Context: an optimization exercise on an open-source flow, tuned for small area and few clock cycles per item. The choices shown serve that exercise and are no tape-out recipe. Only simulation tests tie the RTL to the original design; equivalence was not proved. Power figures rest on the tool's default switching activity, not on a simulated workload.

==> flow/design.v <==
package php_pkg;
    localparam int unsigned MAX_FRAME_DEF = 2048;
    localparam int unsigned RESULT_W = 80;
endpackage
import php_pkg::*;
module packet_header_parser #(
    parameter int unsigned MAX_FRAME = php_pkg::MAX_FRAME_DEF
) (
    input  logic                         aclk,
    input  logic                         aresetn,
    input  logic                         s_axis_tvalid,
    output logic                         s_axis_tready,
    input  logic [7:0]                   s_axis_tdata,
    input  logic                         s_axis_tlast,
    output logic                         m_axis_tvalid,
    input  logic                         m_axis_tready,
    output logic [php_pkg::RESULT_W-1:0] m_axis_tdata
);
    logic pend_reg;    
    logic fresh_reg;   
    logic [11:0] k_reg;         
    logic        ip_reg;        
    logic        arp_reg;       
    logic [3:0]  ver_reg;
    logic [3:0]  ihl_reg;
    logic        big_reg;       
    logic        past_reg;      
    logic        tneg_reg;      
    logic [2:0]  dq_reg;        
    logic [11:0] k_inc;
    logic [10:0] tot_reg;       
    logic [1:0]  pc_reg;        
    logic        ipok_reg;      
    logic [7:0]  acur_reg, aoth_reg;   
    logic        ac_reg;
    logic [7:0]  bcur_reg, both_reg;   
    logic        bc_reg;
    logic [15:0] p2_reg;        
    logic [3:0]  off_reg;
    logic [7:0]  flg_reg;       
    localparam logic [11:0] K_LAST = 12'(MAX_FRAME - 15);    
    logic go;
    assign s_axis_tready = !pend_reg || m_axis_tready;
    assign go            = s_axis_tvalid && s_axis_tready;
    assign m_axis_tvalid = pend_reg;
    logic [3:0] m;
    logic [2:0] d;            
    logic       t_neg;        
    logic       seg_in;       
    logic [7:0] b;
    assign b        = s_axis_tdata;
    assign m        = (ihl_reg < 4'd5) ? 4'd5 : ihl_reg;
    assign t_neg    = tneg_reg;
    assign k_inc    = k_reg + 12'd1;
    assign d        = dq_reg;
    assign seg_in   = !(past_reg || (!big_reg && k_reg[10:0] == tot_reg));
    logic t0, t1, t3, t12;
    assign t0  = !t_neg && d == 3'd0 && k_reg[1:0] == 2'd0;
    assign t1  = !t_neg && d == 3'd0 && k_reg[1:0] == 2'd1;
    assign t3  = !t_neg && d == 3'd0 && k_reg[1:0] == 2'd3;
    assign t12 = !t_neg && d == 3'd3 && k_reg[1:0] == 2'd0;
    logic is_tcp, is_udp, is_icmp;
    assign is_tcp  = (pc_reg == 2'd2);
    assign is_udp  = (pc_reg == 2'd3);
    assign is_icmp = (pc_reg == 2'd1);
    logic t_ge2, t_ge14, t_lt8, t_lt20;
    assign t_ge2   = !t_neg && (d != 3'd0 || k_reg[1]);
    assign t_ge14  = !t_neg && (d > 3'd3 || (d == 3'd3 && k_reg[1]));
    assign t_lt8   = t_neg || d < 3'd2;
    assign t_lt20  = t_neg || d < 3'd5;
    logic       ip_add, t_add;
    logic [7:0] t_opnd;
    logic [8:0] a_sum, b_sum;
    assign ip_add = ip_reg && (k_reg[10:2] < {5'b0, ihl_reg} || k_reg == 12'd0);
    logic       a_add, a_zero;
    assign a_zero = ip_reg && t0;
    assign a_add  = ip_add || (ip_reg && (t0 || (t1 && !is_icmp)))
                 || (arp_reg && (k_reg == 12'd6 || k_reg == 12'd7));
    assign a_sum  = {1'b0, acur_reg & {8{!a_zero}}} + {1'b0, b} + {8'b0, ac_reg && !a_zero};
    always_comb begin
        t_opnd = b;
        t_add  = 1'b0;
        if (ip_reg) begin
            if (k_reg == 12'd1) begin
                t_opnd = {2'b11, ~m, 2'b11};           
                t_add  = 1'b1;
            end else if (k_reg == 12'd2 || k_reg == 12'd3) begin
                t_add = 1'b1;                          
            end else if (k_reg >= 12'd12 && k_reg <= 12'd19) begin
                t_add = 1'b1;                          
            end else if (!t_neg && seg_in) begin
                t_add = 1'b1;                          
            end
        end
    end
    assign b_sum = {1'b0, bcur_reg} + {1'b0, t_opnd} + {8'b0, bc_reg};
    always_ff @(posedge aclk) begin
        if (!aresetn) begin
            pend_reg  <= 1'b0;
            fresh_reg <= 1'b1;
        end else begin
            if (go && s_axis_tlast) pend_reg <= 1'b1;
            else if (m_axis_tready) pend_reg <= 1'b0;
            if (go) fresh_reg <= s_axis_tlast;
        end
    end
    always_ff @(posedge aclk) begin
        if (go && !(ip_reg && t_ge14)) flg_reg <= b;
    end
    always_ff @(posedge aclk) begin
        if (go) begin
            if (fresh_reg) begin
                k_reg    <= 12'hFF3;
                ip_reg   <= 1'b0;
                arp_reg  <= 1'b0;
                ver_reg  <= '0;
                ihl_reg  <= '0;
                pc_reg   <= '0;
                ipok_reg <= 1'b0;
                past_reg <= 1'b0;
                tneg_reg <= 1'b1;
                dq_reg   <= '0;
                acur_reg <= '0;
                aoth_reg <= '0;
                ac_reg   <= 1'b0;
                bcur_reg <= 8'h06;      
                both_reg <= 8'hFF;
                bc_reg   <= 1'b0;
                p2_reg   <= '0;
                off_reg  <= '0;
            end else if (k_reg != K_LAST + 12'd1) begin
                k_reg <= k_inc;
                if (k_reg == 12'hFFF) begin
                    ip_reg  <= ({flg_reg, b} == 16'h0800);
                    arp_reg <= ({flg_reg, b} == 16'h0806);
                end
                if (a_add) begin
                    acur_reg <= aoth_reg & {8{!a_zero}};
                    aoth_reg <= a_sum[7:0];
                    ac_reg   <= a_sum[8];
                end
                if (ip_reg) begin
                    if (k_reg == 12'd0) begin
                        ver_reg <= b[7:4];
                        ihl_reg <= b[3:0];
                    end
                    if (k_reg == 12'd2) begin
                        big_reg       <= |b[7:3];
                        tot_reg[10:8] <= b[2:0];
                    end
                    if (k_reg == 12'd3) tot_reg[7:0] <= b;
                    if (k_reg == 12'd9) begin
                        case (b)
                            8'd1:    pc_reg <= 2'd1;
                            8'd6:    pc_reg <= 2'd2;
                            8'd17:   pc_reg <= 2'd3;
                            default: pc_reg <= 2'd0;
                        endcase
                    end
                    if (ip_add) begin
                        ipok_reg <= (&a_sum[7:0]) && (&aoth_reg[7:1]) && (aoth_reg[0] ^ a_sum[8]);
                    end
                    if (t_add) begin
                        bcur_reg <= both_reg;
                        both_reg <= b_sum[7:0];
                        bc_reg   <= b_sum[8];
                    end
                    if (t3 && pc_reg[1]) p2_reg <= {flg_reg, b};
                    if (t12 && is_tcp) off_reg <= b[7:4];
                    if (!t_neg && !seg_in) past_reg <= 1'b1;
                    if (k_inc[10:2] == {5'b0, m} && k_inc[1:0] == 2'd0) tneg_reg <= 1'b0;
                    if (!t_neg && k_reg[1:0] == 2'd3 && dq_reg != 3'd5) dq_reg <= dq_reg + 3'd1;
                end
            end
        end
    end
    logic trunc;
    always_comb begin
        if (ip_reg) begin
            trunc = t_neg
                 || ((is_icmp || is_udp) && t_lt8)
                 || (is_tcp && (t_lt20 || seg_in));
        end else if (arp_reg) begin
            trunc = k_reg[11] || k_reg < 12'd28;
        end else begin
            trunc = k_reg[11];
        end
        m_axis_tdata        = '0;
        m_axis_tdata[1:0]   = ip_reg ? 2'd0 : arp_reg ? 2'd1 : 2'd2;
        m_axis_tdata[4:2]   = ip_reg ? {pc_reg == 2'd0, pc_reg} : 3'd0;
        m_axis_tdata[8:5]   = ver_reg;
        m_axis_tdata[14:9]  = {ihl_reg, 2'b00};
        m_axis_tdata[15]    = ipok_reg && !trunc;
        m_axis_tdata[16]    = is_tcp && !trunc && (&both_reg) && (&bcur_reg[7:1])
                              && (bcur_reg[0] ^ bc_reg);
        if (pc_reg[1] && t_ge2) m_axis_tdata[32:17] = {acur_reg, aoth_reg};
        m_axis_tdata[48:33] = p2_reg;
        if (is_tcp && t_ge14) m_axis_tdata[56:49] = flg_reg;
        m_axis_tdata[62:57] = {off_reg, 2'b00};
        if ((arp_reg && !k_reg[11] && k_reg >= 12'd8) || (is_icmp && t_ge2))
            m_axis_tdata[78:63] = {acur_reg, aoth_reg};
        m_axis_tdata[79]    = trunc;
    end
endmodule
==> flow/config.mk <==
export PLATFORM = sky130hd
export DESIGN_NAME = packet_header_parser
export DESIGN_NICKNAME = packet_header_parser
export VERILOG_FILES = /design/flow/design.v
export SDC_FILE = /design/flow/constraint.sdc
export NUM_CORES = 4
export LEC_CHECK = 0
export CAP_MARGIN = 20
export CORE_MARGIN = 2
export CORE_UTILIZATION = 40
export SLEW_MARGIN = 20
==> flow/constraint.sdc <==
create_clock -name core_clock -period 7.0 [get_ports {aclk}]
set_input_delay 1.4000 -clock core_clock [delete_from_list [all_inputs] [get_ports {aclk}]]
set_output_delay 1.4000 -clock core_clock [all_outputs]
set_load 0.01 [all_outputs]
standard.sh (not shown) runs the stock make flow with config.mk's settings and CLKGATE_MAP_FILE= SYNTH_SCRIPT=/design/flow/synth_recipe.tcl, a recipe that flattens the netlist after the stock synthesis.
==> flow/flow/run.sh <==
#!/bin/bash
# Standard layout, with every port buffered by the smallest buffer and a leaner clock tree.
set -euo pipefail
export BUFFER_PORTS_ARGS="-buffer_cell sky130_fd_sc_hd__buf_1"
export CTS_ARGS="-sink_clustering_enable -repair_clock_nets -buf_list sky130_fd_sc_hd__clkbuf_8 -dont_use_dummy_load"
bash standard.sh > standard.log 2>&1
Testbench counts at the start, summed over its fixed seeds: cycles 135,206, frames 2,400.
Then changed:
--- a/flow/design.v
+++ b/flow/design.v
@@ -70,14 +70,23 @@
     assign t_lt20  = t_neg || d < 3'd5;
     logic       ip_add, t_add;
     logic [7:0] t_opnd;
     logic [8:0] a_sum, b_sum;
+    function automatic logic [8:0] add8(input logic [7:0] x, input logic [7:0] y, input logic ci);
+        logic [8:0] c;
+        c[0] = ci;
+        for (int i = 0; i < 8; i++) begin
+            add8[i] = x[i] ^ y[i] ^ c[i];
+            c[i+1]  = (x[i] & y[i]) | (x[i] & c[i]) | (y[i] & c[i]);
+        end
+        add8[8] = c[8];
+    endfunction
     assign ip_add = ip_reg && (k_reg[10:2] < {5'b0, ihl_reg} || k_reg == 12'd0);
     logic       a_add, a_zero;
     assign a_zero = ip_reg && t0;
     assign a_add  = ip_add || (ip_reg && (t0 || (t1 && !is_icmp)))
                  || (arp_reg && (k_reg == 12'd6 || k_reg == 12'd7));
-    assign a_sum  = {1'b0, acur_reg & {8{!a_zero}}} + {1'b0, b} + {8'b0, ac_reg && !a_zero};
+    assign a_sum  = add8(acur_reg & {8{!a_zero}}, b, ac_reg && !a_zero);
     always_comb begin
         t_opnd = b;
         t_add  = 1'b0;
         if (ip_reg) begin
@@ -92,9 +101,9 @@
                 t_add = 1'b1;                          
             end
         end
     end
-    assign b_sum = {1'b0, bcur_reg} + {1'b0, t_opnd} + {8'b0, bc_reg};
+    assign b_sum = add8(bcur_reg, t_opnd, bc_reg);
     always_ff @(posedge aclk) begin
         if (!aresetn) begin
             pend_reg  <= 1'b0;
             fresh_reg <= 1'b1;
@@ -167,9 +176,9 @@
                     end
                     if (t3 && pc_reg[1]) p2_reg <= {flg_reg, b};
                     if (t12 && is_tcp) off_reg <= b[7:4];
                     if (!t_neg && !seg_in) past_reg <= 1'b1;
-                    if (k_inc[10:2] == {5'b0, m} && k_inc[1:0] == 2'd0) tneg_reg <= 1'b0;
+                    if (k_reg[10:2] == {5'b0, m - 4'd1} && k_reg[1:0] == 2'd3) tneg_reg <= 1'b0;
                     if (!t_neg && k_reg[1:0] == 2'd3 && dq_reg != 3'd5) dq_reg <= dq_reg + 3'd1;
                 end
             end
         end
What happened: The changed run completed without violations; setup slack is worse by 0.89 ns; core utilization stays flat; sequential share of layout area climbs by 2.5 points; synthesized area decreases by a few percent; hold slack degrades by 0.017 ns; cell area came out lower by a few percent; wire length decreases by a little under a tenth; clock skew drops by 0.0069 ns; total power went down by a few percent.
Testbench counts after the change, summed over its fixed seeds: cycles 135,206, frames 2,400.

-- afterwards: timing with drivers on the ports --
How much do the figures lean on ideal ports? The routed layouts below were timed once more, with nothing changed but the port constraints.
Step 1 (the two cells are an assumption about what drives the block):
set clk [get_ports {aclk}]
set_driving_cell -lib_cell sky130_fd_sc_hd__clkbuf_16 $clk
set_driving_cell -lib_cell sky130_fd_sc_hd__buf_2 [delete_from_list [all_inputs] $clk]
Step 2 times the ports against the registers' clock, not the clock port: input delays grow and output delays shrink by t, the midpoint of the rising clock arrivals with the driver on.
Three values: no drivers, after step 1, after step 2; two values: the first two.
run	t, ns	setup slack, ns	cell pins on the clock port's net
the first run	0.423	2.694 / 2.656 / 2.834	1
the second run	0.404	1.807 / 1.807 / 1.509	1
After both steps every run listed still meets setup and hold. The setup slack of the second run, which loses most, moves by 0.000 ns with the drivers and by -0.298 ns with both steps.
